From an optimization exercise on the open Yosys and OpenROAD flow, aimed at small area; shortcuts taken in it are not production practice.
In this exercise RTL edits were held to simulation tests only and were not proved equivalent to the original.
Power and IR drop assume default switching activity.

==> inputs of run a <==
Design cciChannel, start of the top module:
module cciChannel #(
	parameter int WordLinesPerBlock = 8192
) (
	input logic clk,
	input logic reset,
	input logic inValid,
	input logic [ccPkg::CellCount*ccPkg::WordWidth-1:0] inWords,
	output logic inCredit,
	output logic outValid,
	output logic [ccPkg::CellCount*ccPkg::VoltWidth-1:0] outVth,
	input logic outCredit
);
Settings: LEC_CHECK=0, ABC_CLOCK_PERIOD_IN_PS=10000, CAP_MARGIN=20, CORE_MARGIN=2, CORE_UTILIZATION=40, GPL_TIMING_DRIVEN=0, PLACE_DENSITY=0.6, SLEW_MARGIN=20, SYNTH_HIERARCHICAL=1, SYNTH_MINIMUM_KEEP_SIZE=0; clock period 10.0 ns.
standard.sh (not shown) runs the stock make flow with config.mk's settings and CLKGATE_MAP_FILE= SYNTH_SCRIPT=/design/flow/synth_recipe.tcl, a recipe that flattens the netlist after the stock synthesis.
==> flow/flow/run.sh <==
#!/bin/bash
# Layout flow: the standard flow (standard.sh) with
#  - the port buffers the standard flow inserts made from the smallest
#    buffer cell (every input and output port still gets its own buffer);
#  - clock tree synthesis without dummy loads.
# make's full output goes to standard_flow.log here; ORFS keeps each
# step's log under orfs/logs.
set -uo pipefail
export BUFFER_PORTS_ARGS="-buffer_cell sky130_fd_sc_hd__buf_1"
export CTS_ARGS="-sink_clustering_enable -repair_clock_nets -dont_use_dummy_load -buf_list sky130_fd_sc_hd__clkbuf_16 -sink_clustering_size 20 -sink_clustering_max_diameter 120"
bash standard.sh > standard_flow.log 2>&1
exit $?
==> inputs of run b, as changes to run a <==
==> flow/flow/run.sh (replaced) <==
#!/bin/bash
# Layout flow: the standard flow (standard.sh) with
#  - the port buffers the standard flow inserts made from the smallest
#    buffer cell (every input and output port still gets its own buffer);
#  - clock tree synthesis without dummy loads;
#  - the buffers synthesis put in taken out at floorplan (repair adds back
#    what the nets need).
# make's full output goes to standard_flow.log here; ORFS keeps each
# step's log under orfs/logs.
set -uo pipefail
export BUFFER_PORTS_ARGS="-buffer_cell sky130_fd_sc_hd__buf_1"
export REMOVE_ABC_BUFFERS=1
export CTS_ARGS="-sink_clustering_enable -repair_clock_nets -dont_use_dummy_load -buf_list sky130_fd_sc_hd__clkbuf_16 -sink_clustering_size 20 -sink_clustering_max_diameter 120"
bash standard.sh > standard_flow.log 2>&1
exit $?
CORE_UTILIZATION = 70   (was 40)
PLACE_DENSITY = 0.85   (was 0.6)
==> summary of the runs <==
Run b ran to the end with no violations. Run a ran to the end with no violations.
Clock-buffer cell count: run a is higher than run b (3).
Sequential cell count is the same in run b and run a.
In combinational power, run b and run a hardly differ.
Between run b and run a, the lower sequential share of layout area is in run a (gap 0.88 points).
Of run b and run a, run a has the higher clock power (gap about 4%, measured against run a).
Between run b and run a, the lower wire length is in run b (gap 12%, measured against run a).
Against run b, the power of run a is larger by about 0.9%.
Between run a and run b, the lower cell count is in run b (gap 14%, measured against run b).
==> figures <==
Status: run b complete, no violations; run a complete, no violations
Fraction of power consumed by sequential logic: run b 30.5%; run a 30.3%
Placed insts: run b 7,771; run a 8,934
Largest net degree at the start of global routing: run b 107; run a 120
Sequential-cell power consumption: run b 7.81 mW; run a 7.82 mW
Origin of the worst setup path: run b inWords[17]; run a inWords[129]
Leakage Power: run b 39.0 nW; run a 39.5 nW
Total power: run b 25.6 mW; run a 25.8 mW
Effective utilization at floorplan: run b 70.9%; run a 40.2%
Placed wire-length estimate: run b 157,000 um; run a 186,000 um
Setup slack of the most critical reg-to-reg path: run b 2.31 ns; run a 2.08 ns
Aggregate global-route resource usage: run b 37.0%; run a 23.8%
Die outline width: run b 328 um; run a 433 um
Share of cell area taken by flip-flops and latches: run b 39.1%; run a 38.3%
Register area: run b 31,400 um2; run a 31,400 um2
Minimum setup slack in the final design: run b 0.348 ns; run a 0.280 ns
Detailed route wirelength on metal2: run b 97,500 um; run a 109,000 um

---

==> run D: inputs <==
cciChannel again, from the RTL that the note above started with.
export LEC_CHECK = 0
export ABC_CLOCK_PERIOD_IN_PS = 10000
export CAP_MARGIN = 20
export CORE_MARGIN = 2
export CORE_UTILIZATION = 55
export GPL_TIMING_DRIVEN = 0
export PLACE_DENSITY = 0.7
export SLEW_MARGIN = 20
export SYNTH_HIERARCHICAL = 1
export SYNTH_MINIMUM_KEEP_SIZE = 0
create_clock -name core_clock -period 10.0 [get_ports {clk}]
==> flow/flow/run.sh <==
#!/bin/bash
# Layout flow: the standard flow (standard.sh) with
#  - the port buffers the standard flow inserts made from the smallest
#    buffer cell (every input and output port still gets its own buffer);
#  - clock tree synthesis without dummy loads;
#  - the buffers synthesis put in taken out at floorplan (repair adds back
#    what the nets need).
# make's full output goes to standard_flow.log here; ORFS keeps each
# step's log under orfs/logs.
set -uo pipefail
export BUFFER_PORTS_ARGS="-buffer_cell sky130_fd_sc_hd__buf_1"
export REMOVE_ABC_BUFFERS=1
export CTS_ARGS="-sink_clustering_enable -repair_clock_nets -dont_use_dummy_load -buf_list sky130_fd_sc_hd__clkbuf_16 -sink_clustering_size 20 -sink_clustering_max_diameter 120"
bash standard.sh > standard_flow.log 2>&1
exit $?
==> inputs of run X, as changes to run D <==
==> flow/run.sh (new file) <==
#!/bin/bash
# synth_recipe.tcl (not shown) runs the flow's synth.tcl, then flattens the netlist and writes it again
# the make line also repeats each setting of config.mk as NAME=value (left out here)
make -C /OpenROAD-flow-scripts/flow DESIGN_CONFIG=/design/flow/config.mk WORK_HOME=/design/flow/orfs CLKGATE_MAP_FILE= SYNTH_SCRIPT=/design/flow/synth_recipe.tcl finish
- CORE_UTILIZATION: 55 -> 40
- GPL_TIMING_DRIVEN: 0 -> unset
- PLACE_DENSITY: 0.7 -> 0.6
removed: flow/flow/run.sh
removed: flow/standard.sh
==> inputs of run E, as changes to run D <==
==> flow/run.sh (new file) <==
#!/bin/bash
# synth_recipe.tcl (not shown) runs the flow's synth.tcl, then flattens the netlist and writes it again
# the make line also repeats each setting of config.mk as NAME=value (left out here)
make -C /OpenROAD-flow-scripts/flow DESIGN_CONFIG=/design/flow/config.mk WORK_HOME=/design/flow/orfs CLKGATE_MAP_FILE= SYNTH_SCRIPT=/design/flow/synth_recipe.tcl finish
- CORE_UTILIZATION: 55 -> 40
- PLACE_DENSITY: 0.7 -> 0.6
removed: flow/flow/run.sh
removed: flow/standard.sh
==> comparison table <==
metric	run E	run X	run D
Run status	timing/DRC/antenna clean	timing/DRC/antenna clean	timing/DRC/antenna clean
Slowest cell on crit path	sky130_fd_sc_hd__nor2_1	sky130_fd_sc_hd__clkdlybuf4s50_1	sky130_fd_sc_hd__o21ai_1
Fill cell total of the finished layout	16,240	16,210	10,670
Final min period	9.740 ns	9.645 ns	9.701 ns
Maximum number of pins on one net before global-route repair	122	137	103
Total buffers and inverters traversed by the critical path	1	4	2
Global Route Usage Sum	24.43%	25.14%	29.59%
Die Area	187,600 um^2	187,600 um^2	136,900 um^2
Area growth, synth to finish	21.69%	24.46%	9.531%
Gates resized, CTS repair	20	0	0
Area used by sequential logic in the layout	31,430 um^2	31,440 um^2	31,440 um^2
Non-filler instance count after layout	9,171	9,523	8,228
Final worst-path cycle share	97.40%	96.45%	97.01%
Met1 track demand over resource	30.68%	32.36%	37.76%
Hold endpoint	wordCount[10]$_DFFE_PP0P_	wordCount[10]$_DFFE_PP0P_	wrSel[0]$_DFFE_PP1P_

-- static timing again, ports no longer ideal --
Ports are ideal in the flow. The routed layouts listed here were re-timed in OpenROAD.
Step 1 sets driving cells, clkbuf_16 on the clock port and buf_2 on the other inputs (assumed; they add their load-dependent delay and slew).
Step 2 moves the port delays by t, midway between the first and last clock arrival at a register: inputs arrive t later, outputs are due t later. That takes back most of the time a late clock gives input paths.
a / b / c = no drivers / after step 1 / after step 2; a / b = the first two.
run | t, ns | setup slack, ns | latest minus earliest clock arrival (ns) | slew at the worst register clock pin (ns) | worst data-port slew with drivers (ns)
run a | 0.801 | 0.280 / 0.336 / -0.466 | 0.093 / 0.093 | 0.10 / 0.10 | 0.17
run b | 0.768 | 0.348 / 0.365 / -0.404 | 0.038 / 0.039 | 0.10 / 0.10 | 0.17
run D | 0.768 | 0.299 / 0.347 / -0.421 | 0.045 / 0.045 | 0.10 / 0.10 | 0.21
run X | 0.863 | 0.355 / 0.414 / -0.448 | 0.033 / 0.033 | 0.07 / 0.07 | 0.21
run E | 0.863 | 0.260 / 0.318 / -0.545 | 0.026 / 0.026 | 0.06 / 0.06 | 0.18
Met with ideal ports but missed after step 2: setup timing in every run listed. The setup slack of run E, which loses most, moves by +0.058 ns with the drivers and by -0.805 ns with both steps.
